From an optimization exercise on the open Yosys and OpenROAD flow, aimed at small area, a short achievable clock period and few clock cycles; shortcuts taken in it are not production practice.
Function was checked by simulation only, so behaviour that the tests miss may differ from the original.
No activity file was given, so power comes from the tool's default toggle rates.

==> design.v <==
package cpu16_pkg;
	typedef logic [16-1:0]        word_t;     
	typedef logic [$clog2(16)-1:0]  reg_idx_t;  
	typedef logic [3:0]                      flags_t;    
	typedef enum logic [1:0] {
		PH_FETCH   = 2'd0,  
		PH_DECODE  = 2'd1,  
		PH_EXECUTE = 2'd2,  
		PH_COMMIT  = 2'd3   
	} phase_t;
	typedef struct packed {
		logic [1:0] group;      
		logic [2:0] alu_op;     
		logic       const_arg;  
		reg_idx_t   ra;         
		reg_idx_t   rb;         
		logic [3:0] imm;        
		logic       ld;         
		logic       st;         
		logic       ldi;        
		logic [1:0] incdec;     
		logic       jump;       
		logic       rel;        
		logic       halt;       
	} ctrl_t;
	typedef struct packed {
		logic  write;  
		word_t addr;
		word_t wdata;
	} mem_req_t;
endpackage
`timescale 1ns/100ps
module fetch_unit (
	input  logic  CLK,
	input  logic  rst_n,
	input  logic  fetch_go,    
	input  logic  pc_load,     
	input  cpu16_pkg::word_t pc_target,   
	input  logic  imem_ack,
	input  cpu16_pkg::word_t imem_data,
	output logic  imem_req,
	output cpu16_pkg::word_t imem_addr,
	output logic  fetch_done,  
	output cpu16_pkg::word_t instr,
	output cpu16_pkg::word_t pc           
);
	typedef enum logic [1:0] {
		F_IDLE,  
		F_REQ,   
		F_REL    
	} fstate_t;
	fstate_t state;
	logic    go_pend;  
	logic    start;    
	logic    got_ack;  
	assign start     = (state == F_IDLE) && (fetch_go || go_pend) && !imem_ack;
	assign got_ack   = (state == F_REQ) && imem_ack;
	assign imem_addr = pc;  
	always_ff @(posedge CLK) begin
		if (!rst_n) begin
			state      <= F_IDLE;
			go_pend    <= 1'b0;
			imem_req   <= 1'b0;
			fetch_done <= 1'b0;
			pc         <= 16'h0000;
		end else begin
			fetch_done <= got_ack;
			if (start)
				go_pend <= 1'b0;
			else if (fetch_go)
				go_pend <= 1'b1;  
			if (pc_load)
				pc <= pc_target;
			else if (got_ack)
				pc <= pc + 16'd1;  
			case (state)
				F_IDLE: if (start) begin
					imem_req <= 1'b1;
					state    <= F_REQ;
				end
				F_REQ: if (imem_ack) begin
					imem_req <= 1'b0;  
					state    <= F_REL;
				end
				F_REL: if (!imem_ack)
					state <= F_IDLE;
				default: state <= F_IDLE;
			endcase
		end
	end
	always_ff @(posedge CLK) begin
		if (got_ack)
			instr <= imem_data;
	end
endmodule
`timescale 1ns/100ps
module instruction_decode (
	input  logic   CLK,
	input  logic   rst_n,
	input  cpu16_pkg::word_t  instr,       
	input  logic   fetch_done,
	input  cpu16_pkg::flags_t flags,       
	input  logic   mem_done,
	output logic   fetch_go,    
	output logic   exec_go,     
	output cpu16_pkg::ctrl_t  ctrl,
	output logic   halted
);
	cpu16_pkg::phase_t     phase;
	logic       fetch_sent;  
	logic       is_mem;      
	logic       flag_sel;    
	cpu16_pkg::ctrl_t      dec;         
	logic [1:0] gpf;
	logic [2:0] sysf;
	logic [1:0] incf;
	logic [1:0] ldsf;
	logic [1:0] modef;
	logic [1:0] skipf;
	logic [1:0] jpf;
	logic [1:0] ccf;
	logic [3:0] aluf;
	logic [1:0] argf;
	assign gpf   = instr[15:14];
	assign sysf  = instr[13:11];
	assign incf  = instr[13:12];
	assign ldsf  = instr[11:10];
	assign modef = instr[9:8];
	assign skipf = instr[13:12];
	assign jpf   = instr[11:10];
	assign ccf   = instr[9:8];
	assign aluf  = instr[13:10];
	assign argf  = instr[9:8];
	always_comb begin
		case (ccf)
			2'b00:   flag_sel = flags[3];  
			2'b01:   flag_sel = flags[2];  
			2'b10:   flag_sel = flags[1];  
			default: flag_sel = flags[0];  
		endcase
	end
	always_comb begin
		dec       = '0;
		dec.group = gpf;
		dec.ra    = instr[7:4];
		dec.rb    = instr[3:0];
		dec.imm   = instr[3:0];
		case (gpf)
			2'b00: dec.halt = (sysf == 3'b001);  
			2'b01: begin
				dec.incdec = incf;
				dec.ldi    = (modef == 2'b01);  
				dec.st     = !dec.ldi && ldsf[0];
				dec.ld     = !dec.ldi && !ldsf[0];
			end
			2'b10: begin
				dec.jump = skipf[1] ? (skipf[0] ? flag_sel : !flag_sel) : 1'b1;
				dec.rel  = jpf[0];
			end
			default: begin
				dec.alu_op    = aluf[3] ? 3'd0 : aluf[2:0];  
				dec.const_arg = argf[0];
			end
		endcase
	end
	assign fetch_go = (phase == cpu16_pkg::PH_FETCH) && !fetch_sent && !halted;
	assign exec_go  = (phase == cpu16_pkg::PH_EXECUTE);
	assign is_mem   = ctrl.ld || ctrl.st;
	always_ff @(posedge CLK) begin
		if (!rst_n) begin
			phase      <= cpu16_pkg::PH_FETCH;
			fetch_sent <= 1'b0;
			halted     <= 1'b0;
			ctrl       <= '0;  
		end else begin
			case (phase)
				cpu16_pkg::PH_FETCH: begin
					if (fetch_go)
						fetch_sent <= 1'b1;
					if (fetch_done) begin
						fetch_sent <= 1'b0;
						phase      <= cpu16_pkg::PH_DECODE;
					end
				end
				cpu16_pkg::PH_DECODE: begin
					ctrl  <= dec;  
					phase <= cpu16_pkg::PH_EXECUTE;
				end
				cpu16_pkg::PH_EXECUTE: phase <= cpu16_pkg::PH_COMMIT;
				default: if (!is_mem || mem_done) begin
					halted <= halted || ctrl.halt;  
					phase  <= cpu16_pkg::PH_FETCH;
				end
			endcase
		end
	end
endmodule
`timescale 1ns/100ps
module exec_unit (
	input  logic     CLK,
	input  logic     rst_n,
	input  logic     exec_go,
	input  cpu16_pkg::ctrl_t    ctrl,
	input  cpu16_pkg::word_t    pc,         
	input  logic     mem_done,
	input  cpu16_pkg::word_t    mem_rdata,
	output cpu16_pkg::flags_t   flags,      
	output logic     pc_load,
	output cpu16_pkg::word_t    pc_target,
	output logic     mem_go,
	output cpu16_pkg::mem_req_t mem_cmd
);
	cpu16_pkg::word_t                 regs [16];
	cpu16_pkg::word_t                 a_val;      
	cpu16_pkg::word_t                 b_val;      
	cpu16_pkg::word_t                 imm_ext;    
	cpu16_pkg::word_t                 alu_res;
	logic [16:0] alu_wide;   
	logic [16:0] shr_wide;   
	cpu16_pkg::flags_t                alu_flags;
	assign imm_ext  = {{(16-4){1'b0}}, ctrl.imm};
	assign a_val    = regs[ctrl.ra];
	assign b_val    = ctrl.const_arg ? imm_ext : regs[ctrl.rb];
	assign shr_wide = {a_val, 1'b0} >> b_val[3:0];  
	always_comb begin
		alu_wide = {1'b0, b_val};
		case (ctrl.alu_op)
			3'd0: alu_wide = {1'b0, b_val};
			3'd1: alu_wide = {1'b0, a_val} + {1'b0, b_val};
			3'd2: alu_wide = {1'b0, a_val} - {1'b0, b_val};  
			3'd3: alu_wide = {1'b0, a_val & b_val};
			3'd4:  alu_wide = {1'b0, a_val | b_val};
			3'd5: alu_wide = {1'b0, a_val ^ b_val};
			3'd6: alu_wide = {1'b0, a_val} << b_val[3:0];
			3'd7: alu_wide = {shr_wide[0], shr_wide[16:1]};
		endcase
	end
	assign alu_res = alu_wide[16-1:0];
	assign alu_flags = {alu_wide[16], alu_res == '0, ~^alu_res,
		alu_res[16-1]};
	always_ff @(posedge CLK) begin
		if (!rst_n) begin
			for (int i = 0; i < 16; i++)
				regs[i] <= '0;
			flags   <= '0;
			pc_load <= 1'b0;
			mem_go  <= 1'b0;
		end else begin
			pc_load <= 1'b0;
			mem_go  <= 1'b0;
			if (exec_go) begin
				if (ctrl.group == 2'b11) begin
					regs[ctrl.ra] <= alu_res;
					flags         <= alu_flags;  
				end
				if (ctrl.ldi)
					regs[ctrl.ra] <= imm_ext;
				if (ctrl.ld || ctrl.st)
					mem_go <= 1'b1;  
				pc_load <= ctrl.jump;
			end
			if (mem_done) begin
				if (ctrl.ld)
					regs[ctrl.ra] <= mem_rdata;
				if (ctrl.incdec == 2'b01)
					regs[ctrl.rb] <= regs[ctrl.rb] + 16'd1;  
				else if (ctrl.incdec == 2'b10)
					regs[ctrl.rb] <= regs[ctrl.rb] - 16'd1;
			end
		end
	end
	always_ff @(posedge CLK) begin
		if (exec_go) begin
			pc_target <= ctrl.rel ? pc + regs[ctrl.rb] : regs[ctrl.rb];
			mem_cmd   <= {ctrl.st, regs[ctrl.rb], a_val};  
		end
	end
endmodule
`timescale 1ns/100ps
module mem_port (
	input  logic     CLK,
	input  logic     rst_n,
	input  logic     mem_go,      
	input  cpu16_pkg::mem_req_t mem_cmd,
	input  logic     dmem_ack,
	input  cpu16_pkg::word_t    dmem_rdata,
	output logic     mem_done,    
	output cpu16_pkg::word_t    mem_rdata,
	output logic     dmem_req,
	output cpu16_pkg::mem_req_t dmem_cmd     
);
	typedef enum logic [1:0] {
		M_IDLE,  
		M_REQ,   
		M_REL    
	} mstate_t;
	mstate_t state;
	always_ff @(posedge CLK) begin
		if (!rst_n) begin
			state    <= M_IDLE;
			dmem_req <= 1'b0;
			mem_done <= 1'b0;
		end else begin
			mem_done <= 1'b0;
			case (state)
				M_IDLE: if (mem_go) begin
					dmem_req <= 1'b1;
					state    <= M_REQ;
				end
				M_REQ: if (dmem_ack) begin
					dmem_req <= 1'b0;  
					state    <= M_REL;
				end
				M_REL: if (!dmem_ack) begin
					mem_done <= 1'b1;  
					state    <= M_IDLE;
				end
				default: state <= M_IDLE;
			endcase
		end
	end
	always_ff @(posedge CLK) begin
		if (state == M_IDLE && mem_go)
			dmem_cmd <= mem_cmd;
		if (state == M_REQ && dmem_ack)
			mem_rdata <= dmem_rdata;  
	end
endmodule
`timescale 1ns/100ps
module cpu16_top (
	input  logic     CLK,
	input  logic     rst_n,
	input  logic     imem_ack,
	input  cpu16_pkg::word_t    imem_data,
	input  logic     dmem_ack,
	input  cpu16_pkg::word_t    dmem_rdata,
	output logic     imem_req,
	output cpu16_pkg::word_t    imem_addr,
	output logic     dmem_req,
	output cpu16_pkg::mem_req_t dmem_cmd,
	output logic     halted
);
	logic     fetch_go;
	logic     fetch_done;
	cpu16_pkg::word_t    instr;
	cpu16_pkg::word_t    pc;
	logic     pc_load;
	cpu16_pkg::word_t    pc_target;
	cpu16_pkg::flags_t   flags;
	logic     exec_go;
	cpu16_pkg::ctrl_t    ctrl;
	logic     mem_go;
	cpu16_pkg::mem_req_t mem_cmd;
	logic     mem_done;
	cpu16_pkg::word_t    mem_rdata;
	fetch_unit fetch0 (
		.CLK(CLK), .rst_n(rst_n), .fetch_go(fetch_go), .pc_load(pc_load),
		.pc_target(pc_target), .imem_ack(imem_ack), .imem_data(imem_data),
		.imem_req(imem_req), .imem_addr(imem_addr), .fetch_done(fetch_done),
		.instr(instr), .pc(pc)
	);
	instruction_decode decode0 (
		.CLK(CLK), .rst_n(rst_n), .instr(instr), .fetch_done(fetch_done),
		.flags(flags), .mem_done(mem_done), .fetch_go(fetch_go),
		.exec_go(exec_go), .ctrl(ctrl), .halted(halted)
	);
	exec_unit exec0 (
		.CLK(CLK), .rst_n(rst_n), .exec_go(exec_go), .ctrl(ctrl), .pc(pc),
		.mem_done(mem_done), .mem_rdata(mem_rdata), .flags(flags),
		.pc_load(pc_load), .pc_target(pc_target), .mem_go(mem_go), .mem_cmd(mem_cmd)
	);
	mem_port mem0 (
		.CLK(CLK), .rst_n(rst_n), .mem_go(mem_go), .mem_cmd(mem_cmd),
		.dmem_ack(dmem_ack), .dmem_rdata(dmem_rdata), .mem_done(mem_done),
		.mem_rdata(mem_rdata), .dmem_req(dmem_req), .dmem_cmd(dmem_cmd)
	);
endmodule
==> run.sh <==
#!/bin/bash
# synth_recipe.tcl (not shown) runs the flow's synth.tcl, then flattens the netlist and writes it again
# the make line also repeats each setting of config.mk as NAME=value (left out here)
make -C /OpenROAD-flow-scripts/flow DESIGN_CONFIG=/design/flow/config.mk WORK_HOME=/design/flow/orfs CLKGATE_MAP_FILE= SYNTH_SCRIPT=/design/flow/synth_recipe.tcl finish
==> config.mk <==
export PLATFORM = sky130hd
export DESIGN_NAME = cpu16_top
export DESIGN_NICKNAME = cpu16_top
export VERILOG_FILES = /design/flow/design.v
export SDC_FILE = /design/flow/constraint.sdc
export NUM_CORES = 4
export LEC_CHECK = 0
export CAP_MARGIN = 20
export CORE_MARGIN = 2
export CORE_UTILIZATION = 40
export SLEW_MARGIN = 20
==> constraint.sdc <==
create_clock -name core_clock -period 6.5 [get_ports {CLK}]
set_input_delay 1.3000 -clock core_clock [delete_from_list [all_inputs] [get_ports {CLK}]]
set_output_delay 1.3000 -clock core_clock [all_outputs]
set_load 0.01 [all_outputs]
==> out/summary.md <==
The logs give 0 for the number of max-slew violations in the final report and 1 for the number of antenna violations at the first check in global routing. The tools report the utilization after layout as 45.9%. The number of clock sinks seen by CTS is 435. In this run the worst hold path is classified as flip-flop to flip-flop. The net count after synthesis is 2,361, and the total vias in the final route is 20,900. By instance count, the leading cell after synthesis is edfxtp_1.

After clock tree synthesis, the clock-pin slew on the worst setup and hold paths is 0.09 ns. The quantity of I/O buffers inserted on ports was 87; the number of global-route vias before repair was 20,700. For this design the ratio of total power to cell area is 229 nW/um^2. The detail route stage leaves a number of antenna-violating nets equal to 0. The worst slack on hold paths came out at 0.418 ns. The slowest stage of the critical path is the a21oi_1 cell. The run gives 4.94 mW as the internal power contribution. In the routed design, unresolved DRC markers number 0. After detailed placement, the design holds a cell count of 3,092.

The share of total power dissipated in the clock network is 40.4%. The run gives 0.62 ns as the clock latency of the later-clocked register in the worst-skew pair. The tools report the part of the total power dissipated in sequential elements as 46.2%.

The overflow left after global routing was 0; the switching part of the total was 27.1%. Synthesis instantiated 84 different standard cells from the library. The final count of hold timing violations came out at 0.

The number of detailed-routing iterations run before antenna repair was 8. For the worst setup path, the data arrival time is 6.69 ns. Of the post-synthesis cell area, the dominant cell type holds 42.7%.

In this run the clock root is driven by a clkbuf_16. In the routed layout, each cell is associated on average with a via count of 6.56. The logs give 4 for the count of yosys warnings during synthesis and 2,899 for the number of design-rule violations left by the first detailed-router iteration. In this run the core area contains 93 standard-cell rows.

The largest total area in the synthesized netlist belongs to edfxtp_1. For the worst setup path, the data required time is 7.05 ns. The most frequently used flop master after synthesis is edfxtp_1.

The tools report the synthesized instance count as 2,230. The average size of a mapped cell was 11.7 sq um. The run finished with no timing, DRC or antenna violations. In this run the power spent charging and discharging nets is 1.84 mW. Number of buffers created by CTS: 48.

After synthesis, the share of flip-flops with an asynchronous set or reset is 0%. From left edge to right edge, the die measures 259 microns. The run gives 5,923 as the final-layout fill cell count. The number of nets in the final layout was 2,419; the post-route clock period utilization was 94.5%. The startpoint class of the critical path is a flip-flop. From synthesis to final layout, the design area changed by 13.5%. Wires add up to 91,900 microns. For the die outline area, the log shows 67,200 sq um.

The proportion of synthesized chip area in sequential cells is 47.7%. The path type of the worst setup path was flip-flop to flip-flop. The tools report the sort of element at the end of the critical path as a flip-flop. The total global-route track usage was 27.2%. Once the floorplan was initialized, standard cells occupied 40.4% of the core. The signal on the critical path passes through buf_4 -> mux4_2 -> mux2i_1 -> a21oi_1 -> nand2b_1 -> nand2_1 -> a21oi_1 -> xnor2_1 -> ha_1 -> o21ai_0 -> nand2_1 -> nand3_1 -> o21ai_0 -> and2_1 -> or3_1 -> or4b_4 -> nand2_1 -> ha_1 -> xnor2_1 -> xnor2_1 -> xnor2_1 -> nand2_1 -> a21oi_1.

The placed cell area came out at 28,000 sq um. The design draws 6.78 mW. Summed over all cells, the static leakage comes to 10.2 nW. For this run, the slowest stage of the critical path takes 0.91 ns.

The shortest clock period the worst path allows after layout was 6.14 ns; the transition time at the pin with the least slew margin was 1.12 ns. Count of flip-flops with a built-in enable after synthesis: 370. Measured along the y axis, the die boundary spans 259 microns.

Biggest fanout along the worst timing path: 33. The logs give 0 for the number of endpoints failing setup at the final stage and 137,000 microns for the global-route wire length before repair. Worst-case setup slack after placement: 0.494 ns.

TritonCTS built the clock tree. Headroom to the max-slew limit came out at 25.4%. By area the synthesized netlist is led by edfxtp_1, mux4_2, o22ai_1. The max capacitance violation total is 0, and the finished layout cell area is 29,600 sq um. Detailed placement finished with a half-perimeter wire length of 65,300 microns. During I/O placement, the number of pins put on the boundary was 88. The logs give 0.360 ns for the final worst-path setup slack and 0 for the buffer count from post-CTS setup fixing.

On the final layout, the worst clock skew is 0.0328 ns. The run gives 0.163 GHz as the highest achievable clock rate. In the synthesized netlist, the cells that appear most often are edfxtp_1, o22ai_1, mux4_2. The core region is 64,500 sq um. The non-filler instance count after layout was 3,183; the pin count of the biggest net entering global routing was 54. Cells with a size suffix above 1 make up 16.5% of the layout. The clock tree synthesis step divided the H-tree into 2 levels. Combinational logic is responsible for 13.3% of the overall power. Setup repair after global routing left no endpoint under its margin. 0 antenna diodes ended up in the layout. In the final timing run, aggregate negative setup slack is 0 ns.

The post-cts resize count came out at 0. In this run, synthesis produced a sequential element count of 435. Across the VDD grid, the largest voltage drop is 0.147 mV.

In this run, post-CTS hold repair placed 0 buffers. Routability-driven placement finished with a final weighted congestion of 1.00. Counting along the longest clock path gives a buffer depth of 3. Routed wire length per instance: 28.9 microns.

The mapped netlist covers 26,000 sq um.
[final timing paths]
kind / from / endpoint / slack [ns] / cells past startpoint
hold reg to reg: exec0.mem_cmd[30]$_DFFE_PP_ / mem0.dmem_cmd[30]$_DFFE_PP_ / 0.42 / 0
hold / removal: exec0.mem_cmd[30]$_DFFE_PP_ / mem0.dmem_cmd[30]$_DFFE_PP_ / 0.42 / 0
setup reg to reg: flip-flop / exec0.flags[1]$_SDFFE_PN0P_ / 0.36 / 23
setup / recovery: flip-flop / exec0.flags[1]$_SDFFE_PN0P_ / 0.36 / 23
[power groups by stage]
stage | clock [mW] | combinational (mW) | sequential [mW]
floorplan | 0 | 0.583 | 3.16
global placement | 0 | 0.875 | 3.19
detailed placement | 0 | 0.880 | 3.19
CTS | 2.78 | 0.885 | 3.13
global route | 2.87 | 0.958 | 3.14
finish | 2.74 | 0.904 | 3.14
[cell families after synthesis]
| logic type | count (synthesis) | share of synthesized area, % |
|---|---|---|
| AOI/OAI and AO/OA | 630 | 15.9 |
| xor gates and xnor gates | 78 | 2.62 |
| adders and majority gates | 97 | 4.73 |
| buffers and inverters | 248 | 4.26 |
| DFF | 435 | 47.7 |
| muxes | 214 | 15.2 |
| and+or+nand+nor | 528 | 9.69 |
[metal layers]
| layer | GRT usage, % | vias to the layer above | wire (microns) |
|---|---|---|---|
| li1 | - | 8894 | - |
| met5 | 0 | - | 0 |
| met4 | 11.8 | 0 | 4260 |
| met1 | 35.8 | 10400 | 35300 |
| met2 | 43.7 | 1358 | 42900 |
| met3 | 5.56 | 262 | 9420 |
[cells in the final DEF (no fill, tap or decap), types with 28 or more instances in the layout]
master / count
a21oi_1: 110
buf_4: 98
clkbuf_16: 48
clkdlybuf4s50_1: 87
dfxtp_1: 59
edfxtp_1: 370
ha_1: 91
inv_1: 60
mux2i_1: 57
mux4_2: 143
nand2_1: 137
nand2b_1: 30
nand3_1: 95
nor2_1: 125
nor2b_1: 31
nor3_1: 28
o21ai_0: 82
o22ai_1: 239
xnor2_1: 52
[registers in the layout, indices dropped and copies added, names as in the netlist, 2 cells and up, named ones only]
name / count
exec0.regs: 256
exec0.mem_cmd: 33
mem0.dmem_cmd: 33
decode0.ctrl: 22
exec0.pc_target: 16
fetch0.instr: 16
fetch0.pc: 16
mem0.mem_rdata: 16
exec0.flags: 4
decode0.phase: 2
fetch0.state: 2
mem0.state: 2
[worst max-delay path, delay by kind of cell (launching register included)]
kind | cells | cell delay (ns)
AOI/OAI and AO/OA | 5 | 1.69
and+or+nand+nor | 9 | 1.53
xor gates and xnor gates | 4 | 0.64
adders and majority gates | 2 | 0.60
DFF | 1 | 0.59
buffers and inverters | 1 | 0.55
muxes | 2 | 0.44
[final cells by class]
cell class | instances | area, sq um | area share (%)
Multi-Input combinational cell | 1547 | 12600 | 42.5
Sequential cell | 435 | 12400 | 42.0
Timing Repair Buffer | 192 | 1720 | 5.81
Clock buffer | 60 | 1280 | 4.32
Tap cell | 855 | 1070 | 3.62
Clock inverter | 30 | 275 | 0.931
Inverter | 64 | 240 | 0.812
Testbench counts, summed over its fixed seeds: cycles 167,601.

-- static timing again, ports no longer ideal --
No port has a modelled driver above. Below, the same layout with a new extraction and two added sets of constraints.
Step 1 assumes that a clkbuf_16 drives the clock port and a buf_2 every other input.
Step 2 also shifts input and output timing later by t, the mid clock arrival at the registers, as if the neighbouring blocks saw the same clock.
Three values: ideal ports, drivers, drivers and shift; two values: the first two.
t, ns: 0.661
setup slack, ns: 0.360 / 0.360 / 0.360
hold WS [ns]: 0.418 / 0.418 / 0.418
worst setup path at the end: register to register
worst slew at a driven data input, ns: 0.04
After both steps setup and hold are still met in this run. The setup slack of this run moves by 0.000 ns with the drivers and by 0.000 ns with both steps.
